Background: an optimization exercise with open tools, aiming at small area, a short achievable clock period and few clock cycles per item. Do not read the settings as production practice.

==> run X: inputs <==
Design css_length_to_fixed_px, start of the top module:
module css_length_to_fixed_px #(
  parameter int FRAC_DIGITS = 4
) (
  input  logic        clk,
  input  logic        rst,
  input  logic        push,
  output logic        full,
  input  logic [7:0]  char_code,
  input  logic        is_end,
  output logic        empty,
  input  logic        pop,
  output logic [31:0] px_value,
  output logic        invalid,
  input  logic        em_to_px_we,
  input  logic [15:0] em_to_px
);
  logic [15:0] em_scale;
  logic [3:0]  em_msb;
  logic       i_v, i_end, i_dig, i_dot, i_spc, i_e, i_m;
  logic [3:0] i_d;
  logic [3:0] i_sel;
  logic       step;
  cltfp_pkg::job_t fjob, wjob;
  logic [31:0]     iem;
  logic            iem_ovf;
  logic            w_v, w_ready, w_pend, w_push;
  logic            e_free, e_load, e_busy;
  logic            res_valid;
  logic irst;
  always_ff @(posedge clk) begin
    irst <= rst;
  end
  logic i_ve;    
  logic full_q;
  logic i_ve_next, w_v_next, w_pend_next, e_busy_next;
  assign full   = full_q;
  always_comb begin
    i_ve_next   = !irst && (full ? i_ve : (push && is_end));
    w_v_next    = !irst && (w_push || (w_v && !e_load));
    w_pend_next = !irst && w_push;
  end
  always_ff @(posedge clk) begin
    full_q <= rst || (i_ve_next && w_v_next && (e_busy_next || w_pend_next));
  end
  assign step   = i_v && !full;
  assign empty  = !res_valid;
  always_ff @(posedge clk) begin
    if (rst) begin
      em_scale <= 16'h1000;
    end else if (em_to_px_we) begin
  ...
clock: 10.0 ns
lec_check: 0
abc_clock_period_in_ps: 3000
cap_margin: 20
core_margin: 2
core_utilization: 40
slew_margin: 20
standard.sh (not shown) runs the stock make flow with config.mk's settings and CLKGATE_MAP_FILE= SYNTH_SCRIPT=/design/flow/synth_recipe.tcl, a recipe that flattens the netlist after the stock synthesis.
==> flow/flow/run.sh <==
#!/bin/bash
set -euo pipefail
bash standard.sh SETUP_SLACK_MARGIN=6.5 finish > standard_flow.log 2>&1
==> run C: changes against run X <==
--- a/flow/design.v
+++ b/flow/design.v
@@ -24,11 +24,10 @@
   input  logic              i_dot,
   input  logic              i_spc,
   input  logic              i_e,
   input  logic              i_m,
   input  logic [3:0]        i_d,
-  input  logic [3:0]        i_sel,      
   input  logic [15:0]       em_scale,
   output cltfp_pkg::job_t   job,        
   output logic [31:0]       iem_out,    
   output logic              iem_ovf_out
 );
@@ -57,11 +56,12 @@
     endcase
   endfunction
   logic [27:0] ipx_x10;
   logic [13:0] fweight;
   logic [35:0] iem_x10;
-  logic [18:0] pp_a, pp_b, pp_c;
+  logic [18:0] pp_a, pp_b;
+  logic [17:0] em_scale3;    
   logic [19:0] ds_next;
   logic        in_num, int_dig, frac_dig, mant_dig;
   logic [1:0]  unit_stepped;
   logic [3:0]  kd;
   always_comb begin
@@ -107,14 +107,18 @@
       6'd55: fweight = 14'd7;
       6'd56: fweight = 14'd8;
       6'd57: fweight = 14'd9;
       default: fweight = 14'd0;
     endcase
-    pp_a     = ({19{i_sel[3]}} & {em_scale, 3'b0}) | ({19{i_sel[2]}} & {1'b0, em_scale, 2'b0});
-    pp_b     = {19{i_sel[1]}} & {2'b0, em_scale, 1'b0};
-    pp_c     = {19{i_sel[0]}} & {3'b0, em_scale};
-    ds_next  = 20'(pp_a) + 20'(pp_b) + 20'(pp_c);
+    pp_a     = i_d[3] ? {em_scale, 3'b0} : (i_d[2] ? {1'b0, em_scale, 2'b0} : 19'd0);
+    case (i_d[1:0])
+      2'd0:    pp_b = 19'd0;
+      2'd1:    pp_b = {3'b0, em_scale};
+      2'd2:    pp_b = {2'b0, em_scale, 1'b0};
+      default: pp_b = {1'b0, em_scale3};
+    endcase
+    ds_next  = 20'(pp_a) + 20'(pp_b);
     iem_x10  = {1'b0, iem, 3'b0} + {3'b0, iem, 1'b0} + 36'(ds);
     kd       = kdig(nsig);
     case (unit_match)
       UNIT_NONE: unit_stepped = i_e ? UNIT_E : UNIT_OTHER;
       UNIT_E:    unit_stepped = i_m ? UNIT_EM : UNIT_OTHER;
@@ -171,10 +175,11 @@
       end_d <= step && i_end;
     end
   end
   always_ff @(posedge clk) begin
     ds        <= ds_next;
+    em_scale3 <= {2'b0, em_scale} + {1'b0, em_scale, 1'b0};
   end
   always_ff @(posedge clk) begin
     if (rst || end_d) begin
       iem     <= '0;
       iem_ovf <= 1'b0;
@@ -238,11 +243,10 @@
   input  logic              rst_now,    
   input  logic              load,       
   input  cltfp_pkg::job_t   ljob,
   output logic              free,       
   output logic              busy,       
-  output logic              busy_next,  
   input  logic [15:0]       em_scale,
   input  logic [3:0]        em_msb,     
   input  logic              em_nb,      
   output logic              res_valid,
   input  logic              pop,
@@ -288,16 +292,10 @@
     else              begin qd = 2'd0; rem_next = t0[13:0]; end
     sum       = {1'b0, px_value} + (33'(qd_last) << qpos);
     bit_next  = bit_idx - 4'd1;
     sbit_next = em ? em_scale[bit_next] : (bit_next == 4'd8);
   end
-  always_comb begin
-    if (rst || rst_now)                           busy_next = 1'b0;
-    else if (load)                                busy_next = 1'b1;
-    else if (!stepping && !adding && res_valid && pop) busy_next = 1'b0;
-    else                                          busy_next = busy;
-  end
   always_ff @(posedge clk) begin
     if (rst || rst_now) begin
       busy      <= 1'b0;
       stepping  <= 1'b0;
       adding    <= 1'b0;
@@ -362,11 +360,10 @@
 );
   logic [15:0] em_scale;
   logic [3:0]  em_msb;
   logic       i_v, i_end, i_dig, i_dot, i_spc, i_e, i_m;
   logic [3:0] i_d;
-  logic [3:0] i_sel;
   logic       step;
   cltfp_pkg::job_t fjob, wjob;
   logic [31:0]     iem;
   logic            iem_ovf;
   logic            w_v, w_ready, w_pend, w_push;
@@ -375,21 +372,11 @@
   logic irst;
   always_ff @(posedge clk) begin
     irst <= rst;
   end
   logic i_ve;    
-  logic full_q;
-  logic i_ve_next, w_v_next, w_pend_next, e_busy_next;
-  assign full   = full_q;
-  always_comb begin
-    i_ve_next   = !irst && (full ? i_ve : (push && is_end));
-    w_v_next    = !irst && (w_push || (w_v && !e_load));
-    w_pend_next = !irst && w_push;
-  end
-  always_ff @(posedge clk) begin
-    full_q <= rst || (i_ve_next && w_v_next && (e_busy_next || w_pend_next));
-  end
+  assign full   = irst || (i_ve && w_v && (e_busy || w_pend));
   assign step   = i_v && !full;
   assign empty  = !res_valid;
   always_ff @(posedge clk) begin
     if (rst) begin
       em_scale <= 16'h1000;
@@ -427,12 +414,10 @@
     i_dot <= (char_code == CHR_DOT);
     i_spc <= (char_code == CHR_SPACE);
     i_e   <= (char_code == CHR_E);
     i_m   <= (char_code == CHR_M);
     i_d   <= char_code[3:0];
-    i_sel <= {char_code[3], char_code[2] && !char_code[3], char_code[1], char_code[0]}
-             & {4{char_code[7:4] == 4'h3}};
   end
   cltfp_front u_front (
     .clk         (clk),
     .rst         (irst),
     .step        (step),
@@ -441,11 +426,10 @@
     .i_dot       (i_dot),
     .i_spc       (i_spc),
     .i_e         (i_e),
     .i_m         (i_m),
     .i_d         (i_d),
-    .i_sel       (i_sel),
     .em_scale    (em_scale),
     .job         (fjob),
     .iem_out     (iem),
     .iem_ovf_out (iem_ovf)
   );
@@ -470,11 +454,10 @@
     .rst_now   (rst),
     .load      (e_load),
     .ljob      (wjob),
     .free      (e_free),
     .busy      (e_busy),
-    .busy_next (e_busy_next),
     .em_scale  (em_scale),
     .em_msb    (em_msb),
     .em_nb     (em_nb),
     .res_valid (res_valid),
     .pop       (pop),
==> flow/flow/run.sh (replaced) <==
#!/bin/bash
set -euo pipefail
bash standard.sh SETUP_SLACK_MARGIN=6 finish > standard_flow.log 2>&1
==> run notes <==
|  | run C | run X |
|---|---|---|
| Outcome | timing/DRC/antenna clean | timing/DRC/antenna clean |
| Post-cts gate resize count | 8 | 103 |
| Worst EP arrival | 1910 ps | 3780 ps |
| Well tap count | 680 | 664 |
| Number of signal-net inverters in the final layout | 145 | 126 |
| Post-synthesis share of cell area spent on full adders, half adders and majority gates | 16.9% | 17.7% |
| Total area of sequential cells | 0.00711 sq mm | 0.00690 sq mm |
| Total number of sequential cells | 294 | 281 |
| Worst Hold End | u_front.ds[0] | u_queue.rdata[13] |
| Number of nets in the finished design | 2681 | 2618 |
| Max rail drop VDD | 0.111 mV | 0.0839 mV |
| Overall via count from detail_route | 17.1k | 16.8k |
| Area added between synthesis and finish | 12.8% | 19.8% |
Function was not checked in any run of this note: the RTL went through the layout flow alone.

==> re-timing with driven ports <==
The results above use ideal ports. As a check the final layouts listed here were re-extracted and re-timed, cells and wires unchanged. Step 1 sets driving cells, clkbuf_16 on the clock port and buf_2 on the other inputs (assumed; they add their load-dependent delay and slew). Step 2 moves the port delays by t, midway between the first and last clock arrival at a register: inputs arrive t later, outputs are due t later. That takes back most of the time a late clock gives input paths. Three values: no drivers, after step 1, after step 2; two values: the first two.
| run | t (ns) | setup slack, ns | slew at the worst register clock pin (ns) |
|---|---|---|---|
| run X | 0.585 | 6.477 / 6.464 / 6.364 | 0.07 / 0.07 |
| run C | 0.606 | 6.095 / 6.042 / 6.153 | 0.07 / 0.07 |
After both steps setup and hold are still met in every run listed. The setup slack of run X, which loses most, moves by -0.013 ns with the drivers and by -0.113 ns with both steps.
